This is an optimization exercise on Yosys and OpenROAD, whose aim is small area, a short achievable clock period and few clock cycles, not a production implementation.
The RTL was checked by simulation tests, not by an equivalence proof against the original design.
No activity file was given, so power comes from the tool's default toggle rates.

trial 3:
==> flow/design.v <==
`timescale 1ns/1ns
`default_nettype none
package l1_cache_pkg;
    localparam int ADDR_W   = 32;
    localparam int DATA_W   = 32;
    localparam int OFFSET_W = 2;
    localparam int INDEX_W  = 4;
    localparam int SETS     = 16;
    localparam int WAYS     = 2;
    localparam int TAG_W    = ADDR_W - INDEX_W - OFFSET_W;
endpackage
`default_nettype wire
`timescale 1ns/1ns
`default_nettype none
module l1_dcache_top (
    input  logic        clk,
    input  logic        arst_n,
    input  logic        cpu_valid,
    output logic        cpu_ready,
    input  logic        cpu_op,
    input  logic [31:0] cpu_addr,
    input  logic [31:0] cpu_wdata,
    output logic        rsp_valid,
    output logic [31:0] rsp_rdata,
    output logic        lv2_req_valid,
    input  logic        lv2_req_ready,
    output logic        lv2_req_op,
    output logic [31:0] lv2_addr,
    output logic [31:0] lv2_wdata,
    input  logic        lv2_rsp_valid,
    input  logic [31:0] lv2_rsp_rdata
);
    localparam int TW = l1_cache_pkg::TAG_W;
    localparam int IW = l1_cache_pkg::INDEX_W;
    localparam int DW = l1_cache_pkg::DATA_W;
    localparam int NS = l1_cache_pkg::SETS;
    localparam int RQN = 8;              
    localparam int RQB = 3;              
    localparam int MFN = 4;              
    localparam int MFB = 2;              
    logic [TW-1:0] tag0 [NS];
    logic [TW-1:0] tag1 [NS];
    logic [DW-1:0] dmem [2*NS];          
    logic [NS-1:0] val0, val1;           
    logic [NS-1:0] dty0, dty1;           
    logic [NS-1:0] lru;                  
    logic [NS-1:0] pend0, pend1;         
    logic [1:0]    pmf0 [NS];            
    logic [1:0]    pmf1 [NS];
    logic          q_full;
    logic          q_op;
    logic [TW-1:0] q_tag;
    logic [IW-1:0] q_idx;
    logic [DW-1:0] q_wdata;
    logic          p_full;
    logic          p_op;
    logic [TW-1:0] p_tag;
    logic [IW-1:0] p_idx;
    logic [DW-1:0] p_wdata;
    logic          l_full;
    logic          l_op;
    logic [TW-1:0] l_tag;
    logic [IW-1:0] l_idx;
    logic [DW-1:0] l_wdata;
    logic          l_hit;
    logic          l_way;
    logic          l_d0, l_d1;           
    logic          l_vdty;               
    logic [TW-1:0] l_vtag;               
    logic [DW-1:0] rq_data [RQN];
    logic [RQN-1:0] rq_rdy;
    logic [MFB-1:0] rq_wmf [RQN];        
    logic [RQB-1:0] rq_hp, rq_tp;
    logic [RQB:0]   rq_cnt;
    logic [MFN-1:0] mf_way;
    logic [IW-1:0]  mf_idx [MFN];
    logic [MFB-1:0] mf_hp, mf_tp;
    logic [MFB:0]   mf_cnt;
    logic          fq_valid;
    logic          fq_way;
    logic [IW-1:0] fq_idx;
    logic [DW-1:0] fq_data;              
    logic          rf_valid;             
    logic [MFB-1:0] rf_mf;               
    logic          a_valid;
    logic          a_wb;                 
    logic [TW+IW-1:0] a_addr;
    logic [TW-1:0] a_rtag;
    logic [DW-1:0] a_wdata;
    logic          n_valid;
    logic          n_wb;
    logic [TW+IW-1:0] n_addr;
    logic [TW-1:0] n_rtag;
    logic [DW-1:0] n_wdata;
    logic          r_valid;
    logic [DW-1:0] r_data;
    logic          l_exec;
    logic          l_miss;
    logic          l_newdty;
    logic [DW-1:0] rd_data;
    logic          l_lpend;              
    logic [MFB-1:0] l_pmf;
    logic [DW-1:0] rd_raw;
    assign l_lpend  = l_way ? pend1[l_idx] : pend0[l_idx];
    assign l_pmf    = l_way ? pmf1[l_idx] : pmf0[l_idx];
    assign l_exec   = l_full && (rq_cnt != RQN[RQB:0])
                   && !(l_op && fq_valid && fq_way == l_way)
                   && (l_hit || (!n_valid && (mf_cnt != MFN[MFB:0])));
    assign l_miss   = l_exec && !l_hit;
    assign l_vdty   = l_way ? l_d1 : l_d0;
    assign l_newdty = l_op || (l_hit && l_vdty);
    assign rd_raw   = dmem[{l_way, l_idx}];
    assign rd_data  = (fq_valid && fq_way == l_way && fq_idx == l_idx) ? fq_data : rd_raw;
    logic [TW-1:0] t0, t1;
    logic          same;
    logic          eq_l;
    logic          m0, m1;
    logic          v0c, v1c;
    logic          d0c, d1c;
    logic          lru_c;
    logic          pk_hit;
    logic          pk_way;
    logic          pk_vict;              
    assign t0    = tag0[p_idx];
    assign t1    = tag1[p_idx];
    assign same  = l_exec && (l_idx == p_idx);
    assign eq_l  = (p_tag == l_tag);
    assign m0    = (same && !l_way) ? eq_l : (val0[p_idx] && (p_tag == t0));
    assign m1    = (same &&  l_way) ? eq_l : (val1[p_idx] && (p_tag == t1));
    assign v0c   = val0[p_idx] || (same && !l_way);
    assign v1c   = val1[p_idx] || (same &&  l_way);
    assign d0c   = (same && !l_way) ? l_newdty : (val0[p_idx] && dty0[p_idx]);
    assign d1c   = (same &&  l_way) ? l_newdty : (val1[p_idx] && dty1[p_idx]);
    assign lru_c = same ? l_way : lru[p_idx];
    assign pk_hit  = m0 || m1;
    assign pk_vict = !v0c ? 1'b0 : !v1c ? 1'b1 : !lru_c;
    assign pk_way  = m0 ? 1'b0 : m1 ? 1'b1 : pk_vict;
    logic l_free;
    logic p_load;
    assign l_free    = !l_full || l_exec;
    assign p_load    = !p_full || l_free;
    assign cpu_ready = !q_full;
    always_ff @(posedge clk or negedge arst_n) begin
        if (!arst_n) begin
            p_full <= 1'b0;
            q_full <= 1'b0;
            l_full <= 1'b0;
        end else begin
            if (p_load) begin
                p_full <= q_full || cpu_valid;
            end
            if (p_load) begin
                q_full <= 1'b0;
            end else if (!q_full) begin
                q_full <= cpu_valid;
            end
            if (l_free) begin
                l_full <= p_full;
            end
        end
    end
    always_ff @(posedge clk) begin
        if (p_load) begin
            if (q_full) begin
                p_op    <= q_op;
                p_tag   <= q_tag;
                p_idx   <= q_idx;
                p_wdata <= q_wdata;
            end else begin
                p_op    <= cpu_op;
                p_tag   <= cpu_addr[31 -: TW];
                p_idx   <= cpu_addr[2 +: IW];
                p_wdata <= cpu_wdata;
            end
        end
        if (!q_full) begin
            q_op    <= cpu_op;
            q_tag   <= cpu_addr[31 -: TW];
            q_idx   <= cpu_addr[2 +: IW];
            q_wdata <= cpu_wdata;
        end
        if (l_free) begin
            l_op    <= p_op;
            l_tag   <= p_tag;
            l_idx   <= p_idx;
            l_wdata <= p_wdata;
            l_hit   <= pk_hit;
            l_way   <= pk_way;
            l_d0    <= d0c;
            l_d1    <= d1c;
            l_vtag  <= pk_vict ? t1 : t0;
        end
    end
    always_ff @(posedge clk or negedge arst_n) begin
        if (!arst_n) begin
            val0 <= '0;
            val1 <= '0;
            lru  <= '0;
            pend0 <= '0;
            pend1 <= '0;
        end else begin
            if (fill_wr) begin
                if (mf_way[mf_hp]) pend1[mf_idx[mf_hp]] <= 1'b0;
                else               pend0[mf_idx[mf_hp]] <= 1'b0;
            end
            if (l_exec) begin
                if (l_way) val1[l_idx] <= 1'b1;
                else       val0[l_idx] <= 1'b1;
                lru[l_idx] <= l_way;
                if (l_op || !l_hit) begin
                    if (l_way) pend1[l_idx] <= !l_op;
                    else       pend0[l_idx] <= !l_op;
                end
            end
        end
    end
    always_ff @(posedge clk) begin
        if (l_miss) begin
            if (l_way) pmf1[l_idx] <= mf_tp;
            else       pmf0[l_idx] <= mf_tp;
        end
    end
    always_ff @(posedge clk) begin
        if (l_exec) begin
            if (l_way) begin
                tag1[l_idx] <= l_tag;
                dty1[l_idx] <= l_newdty;
            end else begin
                tag0[l_idx] <= l_tag;
                dty0[l_idx] <= l_newdty;
            end
        end
    end
    always_ff @(posedge clk) begin
        for (int w = 0; w < 2; w++) begin
            if (fq_valid && fq_way == w[0]) begin
                dmem[{w[0], fq_idx}] <= fq_data;
            end else if (l_exec && l_op && l_way == w[0]) begin
                dmem[{w[0], l_idx}] <= l_wdata;
            end
        end
    end
    logic          mf_take;
    logic          fill_wr;
    logic          head_wait;
    logic          rq_push;
    logic          rq_pop;
    logic          fill_head;
    assign mf_take    = lv2_rsp_valid;
    assign head_wait  = (mf_way[mf_hp] ? (pend1[mf_idx[mf_hp]] && pmf1[mf_idx[mf_hp]] == mf_hp)
                                        : (pend0[mf_idx[mf_hp]] && pmf0[mf_idx[mf_hp]] == mf_hp))
                     && !(l_exec && (l_op || !l_hit) && l_way == mf_way[mf_hp] && l_idx == mf_idx[mf_hp]);
    assign fill_wr    = lv2_rsp_valid && head_wait;
    always_ff @(posedge clk or negedge arst_n) begin
        if (!arst_n) begin
            mf_hp    <= '0;
            mf_tp    <= '0;
            mf_cnt   <= '0;
            fq_valid <= 1'b0;
            rf_valid <= 1'b0;
        end else begin
            if (l_miss) begin
                mf_tp <= mf_tp + 1'b1;
            end
            if (mf_take) begin
                mf_hp <= mf_hp + 1'b1;
            end
            mf_cnt   <= mf_cnt + {{MFB{1'b0}}, l_miss} - {{MFB{1'b0}}, mf_take};
            fq_valid <= fill_wr;
            rf_valid <= lv2_rsp_valid;
        end
    end
    always_ff @(posedge clk) begin
        if (l_miss) begin
            mf_way[mf_tp]  <= l_way;
            mf_idx[mf_tp]  <= l_idx;
        end
        fq_way  <= mf_way[mf_hp];
        fq_idx  <= mf_idx[mf_hp];
        fq_data <= lv2_rsp_rdata;
        rf_mf   <= mf_hp;
    end
    logic          push_wait;
    logic [MFB-1:0] push_wmf;
    logic          fill_head_q;
    assign rq_push   = l_exec;
    assign push_wait = !l_op && (!l_hit || l_lpend);
    assign push_wmf  = l_hit ? l_pmf : mf_tp;
    assign fill_head   = lv2_rsp_valid && !rq_rdy[rq_hp] && (rq_wmf[rq_hp] == mf_hp);
    assign fill_head_q = rf_valid && !rq_rdy[rq_hp] && (rq_wmf[rq_hp] == rf_mf);
    assign rq_pop      = (rq_cnt != '0) && (rq_rdy[rq_hp] || fill_head || fill_head_q);
    always_ff @(posedge clk or negedge arst_n) begin
        if (!arst_n) begin
            rq_hp   <= '0;
            rq_tp   <= '0;
            rq_cnt  <= '0;
            r_valid <= 1'b0;
        end else begin
            if (rq_push) begin
                rq_tp <= rq_tp + 1'b1;
            end
            if (rq_pop) begin
                rq_hp <= rq_hp + 1'b1;
            end
            rq_cnt  <= rq_cnt + {{RQB{1'b0}}, rq_push} - {{RQB{1'b0}}, rq_pop};
            r_valid <= rq_pop;
        end
    end
    always_ff @(posedge clk) begin
        for (int e = 0; e < RQN; e++) begin
            if (rq_push && rq_tp == RQB'(e)) begin
                rq_rdy[e]  <= !push_wait;
                rq_wmf[e]  <= push_wmf;
                rq_data[e] <= l_op ? l_wdata : rd_data;
            end else if (rf_valid && !rq_rdy[e] && rq_wmf[e] == rf_mf) begin
                rq_rdy[e]  <= 1'b1;
                rq_data[e] <= fq_data;
            end
        end
        r_data <= fill_head ? lv2_rsp_rdata : fill_head_q ? fq_data : rq_data[rq_hp];
    end
    assign rsp_valid = r_valid;
    assign rsp_rdata = r_data;
    logic          a_next;               
    logic          a_take_l;             
    logic [TW+IW-1:0] l_first;           
    assign a_next   = a_valid && lv2_req_ready && !a_wb;
    assign a_take_l = l_miss && (!a_valid || (a_next && !n_valid));
    assign l_first  = {(l_vdty ? l_vtag : l_tag), l_idx};
    always_ff @(posedge clk or negedge arst_n) begin
        if (!arst_n) begin
            a_valid <= 1'b0;
            a_wb    <= 1'b0;
            n_valid <= 1'b0;
        end else begin
            if (a_take_l) begin
                a_valid <= 1'b1;
                a_wb    <= l_vdty;
            end else if (a_valid && lv2_req_ready) begin
                if (a_wb) begin
                    a_wb <= 1'b0;
                end else begin
                    a_valid <= n_valid;
                    a_wb    <= n_wb;
                end
            end
            if (l_miss && !a_take_l) begin
                n_valid <= 1'b1;
            end else if (a_next) begin
                n_valid <= 1'b0;
            end
        end
    end
    always_ff @(posedge clk) begin
        if (a_take_l) begin
            a_addr  <= l_first;
            a_rtag  <= l_tag;
            a_wdata <= rd_data;
        end else if (a_valid && lv2_req_ready) begin
            if (a_wb) begin
                a_addr[IW +: TW] <= a_rtag;
            end else begin
                a_addr  <= n_addr;
                a_rtag  <= n_rtag;
                a_wdata <= n_wdata;
            end
        end
        if (l_miss && !a_take_l) begin
            n_wb    <= l_vdty;
            n_addr  <= l_first;
            n_rtag  <= l_tag;
            n_wdata <= rd_data;
        end
    end
    assign lv2_req_valid = a_valid;
    assign lv2_req_op    = a_wb;
    assign lv2_addr      = {a_addr, 2'b00};
    assign lv2_wdata     = a_wdata;
endmodule
`default_nettype wire
Settings: LEC_CHECK=0, ABC_CLOCK_PERIOD_IN_PS=2500, CAP_MARGIN=20, CORE_MARGIN=2, CORE_UTILIZATION=55, SETUP_SLACK_MARGIN=4.5, SLEW_MARGIN=20; clock period 8.0 ns.
run.sh (not shown) runs the stock make flow with config.mk's settings and CLKGATE_MAP_FILE= SYNTH_SCRIPT=/design/flow/synth_recipe.tcl, a recipe that flattens the netlist after the stock synthesis.
Testbench counts of trial 3, summed over its fixed seeds: cycles 22,924.
For trial 66, these inputs were changed with respect to trial 3:
diff --git a/flow/design.v b/flow/design.v
--- a/flow/design.v
+++ b/flow/design.v
@@ -78,11 +78,9 @@
     logic [MFB:0]   mf_cnt;
     logic          fq_valid;
     logic          fq_way;
     logic [IW-1:0] fq_idx;
-    logic [DW-1:0] fq_data;              
-    logic          rf_valid;             
-    logic [MFB-1:0] rf_mf;               
+    logic [DW-1:0] fq_data;
     logic          a_valid;
     logic          a_wb;                 
     logic [TW+IW-1:0] a_addr;
     logic [TW-1:0] a_rtag;
@@ -256,9 +254,8 @@
             mf_hp    <= '0;
             mf_tp    <= '0;
             mf_cnt   <= '0;
             fq_valid <= 1'b0;
-            rf_valid <= 1'b0;
         end else begin
             if (l_miss) begin
                 mf_tp <= mf_tp + 1'b1;
             end
@@ -266,9 +263,8 @@
                 mf_hp <= mf_hp + 1'b1;
             end
             mf_cnt   <= mf_cnt + {{MFB{1'b0}}, l_miss} - {{MFB{1'b0}}, mf_take};
             fq_valid <= fill_wr;
-            rf_valid <= lv2_rsp_valid;
         end
     end
     always_ff @(posedge clk) begin
         if (l_miss) begin
@@ -277,19 +273,18 @@
         end
         fq_way  <= mf_way[mf_hp];
         fq_idx  <= mf_idx[mf_hp];
         fq_data <= lv2_rsp_rdata;
-        rf_mf   <= mf_hp;
     end
     logic          push_wait;
     logic [MFB-1:0] push_wmf;
-    logic          fill_head_q;
+    logic          push_now;
     assign rq_push   = l_exec;
     assign push_wait = !l_op && (!l_hit || l_lpend);
     assign push_wmf  = l_hit ? l_pmf : mf_tp;
-    assign fill_head   = lv2_rsp_valid && !rq_rdy[rq_hp] && (rq_wmf[rq_hp] == mf_hp);
-    assign fill_head_q = rf_valid && !rq_rdy[rq_hp] && (rq_wmf[rq_hp] == rf_mf);
-    assign rq_pop      = (rq_cnt != '0) && (rq_rdy[rq_hp] || fill_head || fill_head_q);
+    assign push_now  = lv2_rsp_valid && (push_wmf == mf_hp);
+    assign fill_head = lv2_rsp_valid && !rq_rdy[rq_hp] && (rq_wmf[rq_hp] == mf_hp);
+    assign rq_pop    = (rq_cnt != '0) && (rq_rdy[rq_hp] || fill_head);
     always_ff @(posedge clk or negedge arst_n) begin
         if (!arst_n) begin
             rq_hp   <= '0;
             rq_tp   <= '0;
@@ -308,17 +303,18 @@
     end
     always_ff @(posedge clk) begin
         for (int e = 0; e < RQN; e++) begin
             if (rq_push && rq_tp == RQB'(e)) begin
-                rq_rdy[e]  <= !push_wait;
+                rq_rdy[e]  <= !push_wait || push_now;
                 rq_wmf[e]  <= push_wmf;
-                rq_data[e] <= l_op ? l_wdata : rd_data;
-            end else if (rf_valid && !rq_rdy[e] && rq_wmf[e] == rf_mf) begin
+                rq_data[e] <= (push_wait && push_now) ? lv2_rsp_rdata
+                            : l_op ? l_wdata : rd_data;
+            end else if (lv2_rsp_valid && !rq_rdy[e] && rq_wmf[e] == mf_hp) begin
                 rq_rdy[e]  <= 1'b1;
-                rq_data[e] <= fq_data;
+                rq_data[e] <= lv2_rsp_rdata;
             end
         end
-        r_data <= fill_head ? lv2_rsp_rdata : fill_head_q ? fq_data : rq_data[rq_hp];
+        r_data <= fill_head ? lv2_rsp_rdata : rq_data[rq_hp];
     end
     assign rsp_valid = r_valid;
     assign rsp_rdata = r_data;
     logic          a_next;               
Findings:
As of trial 66, power per cell area had fallen by a few percent compared to trial 3.
Number of vias in the routed layout went down slightly going from trial 3 to trial 66.
On synthesized cell count: between trial 3 and trial 66, it ends up higher for trial 3.
The xor/xnor cell area share of the yosys netlist on trial 3 is in line with that on trial 66.
Depth of the worst register-to-register path was higher in the run labelled trial 3.
Post-route clock period utilization | trial 66 below trial 3
Trial 66: met1 track demand over resource in global routing higher than trial 3
Net switching component of the power (trial 66 over trial 3): decrease, 970 µW
In the tables for trial 3 and trial 66, share of total power consumed by net switching reads lower with trial 66.
[trial 66] part of the total power dissipated in combinational logic rose 0.2 points relative to trial 3
Trial 66 -> trial 3: setup-violating endpoint count in the final report delta 0, exact match
In trial 66 relative to trial 3, number of vias per cell had gone up slightly.
Trial 66 has register share of the cell area above what trial 3 had.
Between trial 3 and trial 66, the difference in final hold slack is negligible.
Testbench counts of trial 66, summed over its fixed seeds: cycles 22,924.

-- separate check: timing with driven ports --
How much do the figures lean on ideal ports? The routed layouts below were timed once more, with nothing changed but the port constraints. Step 1, drivers: a clkbuf_16 drives clk and a buf_2 each remaining input, both assumed. Step 2 times the ports against the registers' clock, not the clock port: input delays grow and output delays shrink by t, the midpoint of the rising clock arrivals with the driver on. Three values: ideal, step 1, step 2; two values: the first two.
| run | t, ns | setup WS [ns] | worst hold slack (ns) | slew at the worst register clock pin (ns) |
|---|---|---|---|---|
| trial 3 | 1.022 | 4.363 / 4.363 / 3.950 | 0.414 / 0.414 / 0.414 | 0.07 / 0.07 |
| trial 66 | 0.991 | 4.428 / 4.428 / 3.899 | 0.413 / 0.413 / 0.413 | 0.06 / 0.06 |
After both steps setup and hold are still met in every run listed. For trial 66, which loses most, drivers alone change the setup slack by 0.000 ns; drivers and shift together by -0.529 ns.
